This design comes from an exercise in tuning for small area, a short achievable clock period and few clock cycles per item on the open sky130 flow, not from production work. No activity file was given, so power comes from the tool's default toggle rates.

==> inputs of v39 <==
## three_fan_duty_ramp_unit
module three_fan_duty_ramp_unit (
  input  logic        clk,
  input  logic        rst,
  input  logic        cfg_we,
  input  logic [15:0] cfg_data,
  input  logic        s_tvalid,
  output logic        s_tready,
  input  logic [15:0] s_tdata,    
  input  logic [3:0]  s_tuser,    
  output logic        m_tvalid,
  input  logic        m_tready,
  output logic [31:0] m_tdata,    
  output logic [1:0]  m_tuser     
);
Settings: LEC_CHECK=0, CAP_MARGIN=20, CORE_MARGIN=2, CORE_UTILIZATION=40, PLACE_DENSITY=0.6, SETUP_SLACK_MARGIN=4.0, SLEW_MARGIN=20; clock period 7.5 ns.
standard.sh (not shown) runs the stock make flow with config.mk's settings and CLKGATE_MAP_FILE= SYNTH_SCRIPT=/design/flow/synth_recipe.tcl, a recipe that flattens the netlist after the stock synthesis.
==> flow/flow/run.sh <==
#!/bin/bash
# Standard layout, except that the port buffers are sky130_fd_sc_hd__buf_4
# instead of the delay buffer buffer_ports picks on its own. Every input and
# output port still gets its buffer. The whole make output goes to
# standard.log in the work folder (ORFS keeps its per-step logs under orfs/).
set -euo pipefail
export BUFFER_PORTS_ARGS="-buffer_cell sky130_fd_sc_hd__buf_4"
bash standard.sh > standard.log 2>&1
==> inputs of v24, as changes to v39 <==
--- a/flow/design.v
+++ b/flow/design.v
@@ -81,45 +81,42 @@
   logic [9:0]  fy0, fy2;
   logic [8:0]  fy1;
   logic [16:0] fe [3];
   logic [8:0]  fa [3];
   logic [15:0] fm [3];
   logic        fs [3];
   logic [2:0]  phase;
   logic [3:0]  cnt;
-  logic        first;
   logic        mbit;    
   logic        lead;    
   logic [1:0]  efan;
   logic [2:0]  dirty;
   logic        bg;      
   logic        spass;   
   logic [15:0] er;      
   logic [15:0] em;      
   logic [8:0]  eb;      
   logic [8:0]  eq;      
   logic        esg;     
-  logic [10:0] tsel;    
   logic [10:0] psel;    
   logic [18:0] ed1;     
   logic [18:0] ed2;     
   logic        pend;    
   logic        pend_r;  
   logic        byp_r;   
   logic [1:0] cmd;
   logic [1:0] fan_in;
   logic       acc;
   logic       tick_acc;
   logic       rst_acc;
   logic       rst_go;
   logic       hold;
   logic       set_acc;
   logic       pass_in;
-  logic       quick;
   logic       out_free;
   logic       tick_go;
   logic       clean;
   assign cmd      = s_tuser[1:0];
   assign fan_in   = s_tuser[3:2];
   assign s_tready = ((phase == tfdr_pkg::PH_IDLE) || bg) && !pend && !pend_r;
   assign acc      = s_tvalid && s_tready;
   assign tick_acc = acc && (cmd == tfdr_pkg::CMD_TICK);
@@ -190,28 +187,18 @@
   logic [10:0] dif_b;
   logic        mag_neg;
   logic [8:0]  mag;
   assign last  = lead ? (lead_pos == 4'd0) : (cnt == 4'd0);
   assign sel_t   = tv[efan];
   assign sel_p   = pv[efan];
   logic [10:0] dif_t;
   logic [10:0] dif_p;
-  always_comb begin
-    if (phase == tfdr_pkg::PH_MOD2) begin
-      dif_t = new_t;
-      dif_p = sel_t;
-    end else if (phase == tfdr_pkg::PH_INIT) begin
-      dif_t = sel_t;
-      dif_p = sel_p;
-    end else begin
-      dif_t = tsel;
-      dif_p = psel;
-    end
-  end
+  assign dif_t = (phase == tfdr_pkg::PH_MOD2) ? new_t : sel_t;
+  assign dif_p = (phase == tfdr_pkg::PH_MOD2) ? sel_t : sel_p;
   assign dif_a   = dif_t - dif_p;
   assign dif_b   = dif_p - dif_t;
   assign mag_neg = dif_a[10];
   assign mag     = mag_neg ? dif_b[8:0] : dif_a[8:0];
   tfdr_divider u_div (
     .rem    (er),
     .mrem   (em),
     .mbit   (mbit),
@@ -225,17 +212,17 @@
     .mrem_n (em_n)
   );
   assign eq_n    = {eq[7:0], 1'b0} + {7'd0, qd};
   logic       step_en;
   logic [3:0] lz;         
   logic [8:0] eb_lz;      
   logic [3:0] lead_pos;   
   logic       eb_zero;
-  assign step_en = !first && !(lead && eb_zero);
+  assign step_en = !(lead && eb_zero);
   always_comb begin
     lz = 4'd8;
     for (int i = 0; i < 9; i++) begin
       if (eb[i]) lz = 4'(8 - i);
     end
   end
   assign eb_lz    = eb << lz;
   assign lead_pos = cnt - lz;
@@ -382,40 +369,25 @@
   assign mod_c1 = {1'b0, er[9:0]} - 11'd321;
   assign mod_c2 = {1'b0, er[9:0]} - 11'd642;
   always_comb begin
     if (!mod_c2[10])      mod_r = mod_c2[8:0];
     else if (!mod_c1[10]) mod_r = mod_c1[8:0];
     else                  mod_r = er[8:0];
   end
   logic [10:0] new_t;
-  logic [10:0] quick_t;
-  logic [10:0] wt;
-  logic        wx;
-  logic [1:0]  wfan;
   always_comb begin
     if (efan == 2'd1) begin
       new_t = spass ? 11'h7FF : {3'b000, er[7:0]};
     end else if (spass) begin
       new_t = (efan == 2'd2) ? 11'h7FF : 11'd51;
     end else begin
       new_t = {2'b00, mod_r};
     end
   end
-  always_comb begin
-    if (fan_in == 2'd1) begin
-      quick_t = pass_in ? 11'h7FF : {3'b000, s_tdata[7:0]};
-    end else begin
-      quick_t = (fan_in == 2'd2) ? 11'h7FF : 11'd51;
-    end
-  end
-  assign quick = set_acc && (fan_in == 2'd1 || pass_in) && !hold;
-  assign wt    = quick ? quick_t : new_t;
-  assign wx    = quick ? pass_in : spass;
-  assign wfan  = quick ? fan_in : efan;
   logic [9:0]  fin_y;
   logic [16:0] fin_e;
   assign fin_y = psel[9:0] + (esg ? -{1'b0, eq} : {1'b0, eq});
   assign fin_e = {1'b0, er} + {1'b1, ~em};
   logic [1:0] pick;
   always_comb begin
     if (dirty[0])      pick = 2'd0;
     else if (dirty[1]) pick = 2'd1;
@@ -423,18 +395,17 @@
   end
   always_ff @(posedge clk) begin
     if (rst) begin
       phase <= tfdr_pkg::PH_IDLE;
       dirty <= 3'b000;
       bg    <= 1'b0;
     end else begin
       if (set_acc) begin
-        phase <= quick ? tfdr_pkg::PH_STEP :
-                 (fan_in == 2'd1 || pass_in) ? tfdr_pkg::PH_MOD2 : tfdr_pkg::PH_MOD1;
+        phase <= (fan_in == 2'd1 || pass_in) ? tfdr_pkg::PH_MOD2 : tfdr_pkg::PH_MOD1;
         bg    <= 1'b0;
       end else if (rst_go && bg) begin
         phase <= tfdr_pkg::PH_IDLE;
         bg    <= 1'b0;
       end else begin
         case (phase)
           tfdr_pkg::PH_IDLE: begin
             if (dirty != 3'b000) begin
@@ -450,17 +421,17 @@
               phase <= tfdr_pkg::PH_IDLE;
             end else if (!(phase == tfdr_pkg::PH_MOD2 && hold)) begin
               phase <= tfdr_pkg::PH_STEP;
             end
           end
           tfdr_pkg::PH_STEP: begin
             if (cfg_we) begin
               phase <= tfdr_pkg::PH_IDLE;
-            end else if (!first && (last || (lead && eb_zero))) begin
+            end else if (last || (lead && eb_zero)) begin
               phase <= tfdr_pkg::PH_FIN;
             end
           end
           default: begin
             if (!hold || cfg_we) begin
               phase <= tfdr_pkg::PH_IDLE;
               bg    <= 1'b0;
             end
@@ -496,92 +467,77 @@
           psel  <= (phase == tfdr_pkg::PH_MOD2) ? sel_t : sel_p;
           er    <= '0;
           em    <= dur - 1'b1;
           eq    <= '0;
           eb    <= mag;
           esg   <= mag_neg;
           lead  <= 1'b1;
           cnt   <= 4'd8;
-          first <= 1'b0;
           mbit  <= 1'b1;
         end
       end
       tfdr_pkg::PH_STEP: begin
         if (step_en) begin
           er <= er_n;
           em <= em_n;
           eq <= eq_n;
         end
-        if (first) begin
-          eb   <= mag;
-          esg  <= mag_neg;
-          lead <= 1'b1;
-          cnt  <= 4'd8;
-        end else if (lead) begin
+        if (lead) begin
           eb   <= {eb_lz[7:0], abit && !eb_zero};
           mbit <= eb_lz[7];
           lead <= 1'b0;
           cnt  <= lead_pos - 1'b1;
         end else begin
           eb   <= {eb[7:0], abit};
           mbit <= eb[7];
           cnt  <= cnt - 1'b1;
         end
-        first <= 1'b0;
       end
       default: begin end
     endcase
-    if (quick) begin
-      tsel  <= quick_t;
-      psel  <= tv[fan_in];
-      er    <= '0;
-      em    <= dur - 1'b1;
-      eq    <= '0;
-      first <= 1'b1;
-      mbit  <= 1'b1;
-    end else if (set_acc) begin
+    if (set_acc) begin
       er <= s_tdata;
     end
   end
   logic wr_t;
-  assign wr_t = ((phase == tfdr_pkg::PH_MOD2) && !hold) || quick;
+  assign wr_t = (phase == tfdr_pkg::PH_MOD2) && !hold;
   always_ff @(posedge clk) begin
     if (rst) begin
       t0 <= tfdr_pkg::FAN0_RESET;
       p0 <= tfdr_pkg::FAN0_RESET;
-    end else if (wr_t && wfan == 2'd0) begin
+    end else if (wr_t && efan == 2'd0) begin
       p0 <= t0;
-      t0 <= wt[8:0];
+      t0 <= new_t[8:0];
     end
   end
   always_ff @(posedge clk) begin
     if (rst) begin
       t1  <= '0;
       t1x <= 1'b1;
       p1  <= '0;
       p1x <= 1'b1;
-    end else if (wr_t && wfan == 2'd1) begin
+    end else if (wr_t && efan == 2'd1) begin
       p1  <= t1;
       p1x <= t1x;
-      t1  <= wt[7:0];
-      t1x <= wx;
+      t1  <= new_t[7:0];
+      t1x <= spass;
     end
   end
   always_ff @(posedge clk) begin
     if (rst) begin
       t2  <= '0;
       t2x <= 1'b1;
       p2  <= '0;
       p2x <= 1'b1;
-    end else if (wr_t && wfan == 2'd2) begin
+    end else if (wr_t && efan == 2'd2) begin
       p2  <= t2;
       p2x <= t2x;
-      t2  <= wt[8:0];
-      t2x <= wx;
+      t2  <= new_t[8:0];
+      t2x <= spass;
     end
   end
   logic eng_wr [3];
   for (genvar f = 0; f < 3; f++) begin : g_state
     assign eng_wr[f] = (phase == tfdr_pkg::PH_FIN) && (efan == 2'(f)) && !hold;
     always_ff @(posedge clk) begin
       if (eng_wr[f]) begin
         fa[f] <= eb;
==> inputs of v20, as changes to v39 <==
--- a/flow/design.v
+++ b/flow/design.v
@@ -2,17 +2,16 @@
   localparam logic [1:0] CMD_SET     = 2'd0;
   localparam logic [1:0] CMD_RESTART = 2'd1;
   localparam logic [1:0] CMD_TICK    = 2'd2;
   localparam logic [1:0]  FAN_LIMIT   = 2'd3;
   localparam logic [15:0] PASSTHROUGH = 16'hFFFF;
   localparam logic [8:0]  FAN0_RESET  = 9'h020;
   localparam logic [16:0] ELAPSED_MAX = 17'h1FFFF;
   localparam logic [2:0] PH_IDLE = 3'd0;   
-  localparam logic [2:0] PH_MOD1 = 3'd1;   
   localparam logic [2:0] PH_MOD2 = 3'd2;   
   localparam logic [2:0] PH_INIT = 3'd3;   
   localparam logic [2:0] PH_STEP = 3'd4;   
   localparam logic [2:0] PH_FIN  = 3'd5;   
 endpackage
 module tfdr_divider (
   input  logic [15:0] rem,
   input  logic [15:0] mrem,
@@ -188,32 +187,18 @@
   logic [10:0] sel_p;
   logic [10:0] dif_a;
   logic [10:0] dif_b;
   logic        mag_neg;
   logic [8:0]  mag;
   assign last  = lead ? (lead_pos == 4'd0) : (cnt == 4'd0);
   assign sel_t   = tv[efan];
   assign sel_p   = pv[efan];
-  logic [10:0] dif_t;
-  logic [10:0] dif_p;
-  always_comb begin
-    if (phase == tfdr_pkg::PH_MOD2) begin
-      dif_t = new_t;
-      dif_p = sel_t;
-    end else if (phase == tfdr_pkg::PH_INIT) begin
-      dif_t = sel_t;
-      dif_p = sel_p;
-    end else begin
-      dif_t = tsel;
-      dif_p = psel;
-    end
-  end
-  assign dif_a   = dif_t - dif_p;
-  assign dif_b   = dif_p - dif_t;
+  assign dif_a   = tsel - psel;
+  assign dif_b   = psel - tsel;
   assign mag_neg = dif_a[10];
   assign mag     = mag_neg ? dif_b[8:0] : dif_a[8:0];
   tfdr_divider u_div (
     .rem    (er),
     .mrem   (em),
     .mbit   (mbit),
     .ela    (elapsed),
     .ed1    (ed1),
@@ -225,30 +210,30 @@
     .mrem_n (em_n)
   );
   assign eq_n    = {eq[7:0], 1'b0} + {7'd0, qd};
   logic       step_en;
   logic [3:0] lz;         
   logic [8:0] eb_lz;      
   logic [3:0] lead_pos;   
   logic       eb_zero;
-  assign step_en = !first && !(lead && eb_zero);
+  assign step_en = first ? mag[8] : !(lead && eb_zero);
   always_comb begin
-    lz = 4'd8;
-    for (int i = 0; i < 9; i++) begin
+    lz = 4'd7;
+    for (int i = 1; i < 9; i++) begin
       if (eb[i]) lz = 4'(8 - i);
     end
   end
   assign eb_lz    = eb << lz;
   assign lead_pos = cnt - lz;
-  assign eb_zero  = (eb == 9'd0);
+  assign eb_zero  = (eb[8:1] == 8'd0);
   logic [8:0] fold_hi;
   logic [9:0] fold_z;
   always_comb begin
-    case (er[15:9])
+    case (s_tdata[15:9])
       7'd0: fold_hi = 9'd0;
       7'd1: fold_hi = 9'd191;
       7'd2: fold_hi = 9'd61;
       7'd3: fold_hi = 9'd252;
       7'd4: fold_hi = 9'd122;
       7'd5: fold_hi = 9'd313;
       7'd6: fold_hi = 9'd183;
       7'd7: fold_hi = 9'd53;
@@ -370,17 +355,17 @@
       7'd123: fold_hi = 9'd60;
       7'd124: fold_hi = 9'd251;
       7'd125: fold_hi = 9'd121;
       7'd126: fold_hi = 9'd312;
       7'd127: fold_hi = 9'd182;
       default: fold_hi = 9'd0;
     endcase
   end
-  assign fold_z = {1'b0, fold_hi} + {1'b0, er[8:0]};
+  assign fold_z = {1'b0, fold_hi} + {1'b0, s_tdata[8:0]};
   logic [8:0]  mod_r;
   logic [10:0] mod_c1;
   logic [10:0] mod_c2;
   assign mod_c1 = {1'b0, er[9:0]} - 11'd321;
   assign mod_c2 = {1'b0, er[9:0]} - 11'd642;
   always_comb begin
     if (!mod_c2[10])      mod_r = mod_c2[8:0];
     else if (!mod_c1[10]) mod_r = mod_c1[8:0];
@@ -423,33 +408,29 @@
   end
   always_ff @(posedge clk) begin
     if (rst) begin
       phase <= tfdr_pkg::PH_IDLE;
       dirty <= 3'b000;
       bg    <= 1'b0;
     end else begin
       if (set_acc) begin
-        phase <= quick ? tfdr_pkg::PH_STEP :
-                 (fan_in == 2'd1 || pass_in) ? tfdr_pkg::PH_MOD2 : tfdr_pkg::PH_MOD1;
+        phase <= quick ? tfdr_pkg::PH_STEP : tfdr_pkg::PH_MOD2;
         bg    <= 1'b0;
       end else if (rst_go && bg) begin
         phase <= tfdr_pkg::PH_IDLE;
         bg    <= 1'b0;
       end else begin
         case (phase)
           tfdr_pkg::PH_IDLE: begin
             if (dirty != 3'b000) begin
               phase <= tfdr_pkg::PH_INIT;
               bg    <= 1'b1;
             end
           end
-          tfdr_pkg::PH_MOD1: begin
-            phase <= tfdr_pkg::PH_MOD2;
-          end
           tfdr_pkg::PH_MOD2, tfdr_pkg::PH_INIT: begin
             if (cfg_we) begin
               phase <= tfdr_pkg::PH_IDLE;
             end else if (!(phase == tfdr_pkg::PH_MOD2 && hold)) begin
               phase <= tfdr_pkg::PH_STEP;
             end
           end
           tfdr_pkg::PH_STEP: begin
@@ -483,44 +464,39 @@
       efan  <= fan_in;
       spass <= pass_in;
     end else if (phase == tfdr_pkg::PH_IDLE) begin
       efan <= pick;
     end
   end
   always_ff @(posedge clk) begin
     case (phase)
-      tfdr_pkg::PH_MOD1: begin
-        er <= {6'b000000, fold_z};
-      end
       tfdr_pkg::PH_MOD2, tfdr_pkg::PH_INIT: begin
         if (!(phase == tfdr_pkg::PH_MOD2 && hold)) begin
+          tsel  <= (phase == tfdr_pkg::PH_MOD2) ? new_t : sel_t;
           psel  <= (phase == tfdr_pkg::PH_MOD2) ? sel_t : sel_p;
           er    <= '0;
           em    <= dur - 1'b1;
           eq    <= '0;
-          eb    <= mag;
-          esg   <= mag_neg;
-          lead  <= 1'b1;
-          cnt   <= 4'd8;
-          first <= 1'b0;
+          first <= 1'b1;
           mbit  <= 1'b1;
         end
       end
       tfdr_pkg::PH_STEP: begin
         if (step_en) begin
           er <= er_n;
           em <= em_n;
           eq <= eq_n;
         end
         if (first) begin
-          eb   <= mag;
+          eb   <= {mag[7:0], abit & mag[8]};
           esg  <= mag_neg;
-          lead <= 1'b1;
-          cnt  <= 4'd8;
+          mbit <= mag[8] ? mag[7] : 1'b1;
+          lead <= !mag[8];
+          cnt  <= 4'd7;
         end else if (lead) begin
           eb   <= {eb_lz[7:0], abit && !eb_zero};
           mbit <= eb_lz[7];
           lead <= 1'b0;
           cnt  <= lead_pos - 1'b1;
         end else begin
           eb   <= {eb[7:0], abit};
           mbit <= eb[7];
@@ -534,17 +510,17 @@
       tsel  <= quick_t;
       psel  <= tv[fan_in];
       er    <= '0;
       em    <= dur - 1'b1;
       eq    <= '0;
       first <= 1'b1;
       mbit  <= 1'b1;
     end else if (set_acc) begin
-      er <= s_tdata;
+      er <= (fan_in == 2'd1) ? s_tdata : {6'b000000, fold_z};
     end
   end
   logic wr_t;
   assign wr_t = ((phase == tfdr_pkg::PH_MOD2) && !hold) || quick;
   always_ff @(posedge clk) begin
     if (rst) begin
       t0 <= tfdr_pkg::FAN0_RESET;
       p0 <= tfdr_pkg::FAN0_RESET;
==> notes <==
Routed wire length, highest first: v39, v24, v20.
v24 produced a clean layout. v39 completed without violations. v20 went through all stages and came out clean.
Final cell count: v39 > v24 > v20.
Of v39 and v20, v20 has the higher sequential share of layout area (gap 2.2 points).
Sequential power: v39 is smaller than v20 (about 9%).
No run of this note included a check of the RTL's function; only the layout flow was run.

-- static timing again, ports no longer ideal --
The flow's constraints put no driver on any port. The routed layouts listed below were extracted and timed again, unchanged, in two steps. Step 1, drivers: a clkbuf_16 drives clk and a buf_2 each remaining input, both assumed. Step 2 moves the port delays by t, midway between the first and last clock arrival at a register: inputs arrive t later, outputs are due t later. That takes back most of the time a late clock gives input paths. a / b / c = ideal ports / drivers / drivers and shift; a / b = the first two.
| run | shift t [ns] | setup WS [ns] | worst register clock-pin slew, ns | worst data-port slew with drivers (ns) | cell pins on the clock port's net |
|---|---|---|---|---|---|
| v39 | 0.670 | 2.473 / 2.473 / 2.327 | 0.06 / 0.06 | 0.17 | 1 |
| v24 | 0.657 | 2.481 / 2.481 / 2.371 | 0.07 / 0.07 | 0.04 | 1 |
| v20 | 0.647 | 3.259 / 3.260 / 2.613 | 0.07 / 0.07 | 0.15 | 1 |
After both steps setup and hold are still met in every run listed. For v20, which loses most, drivers alone change the setup slack by +0.001 ns; drivers and shift together by -0.646 ns.
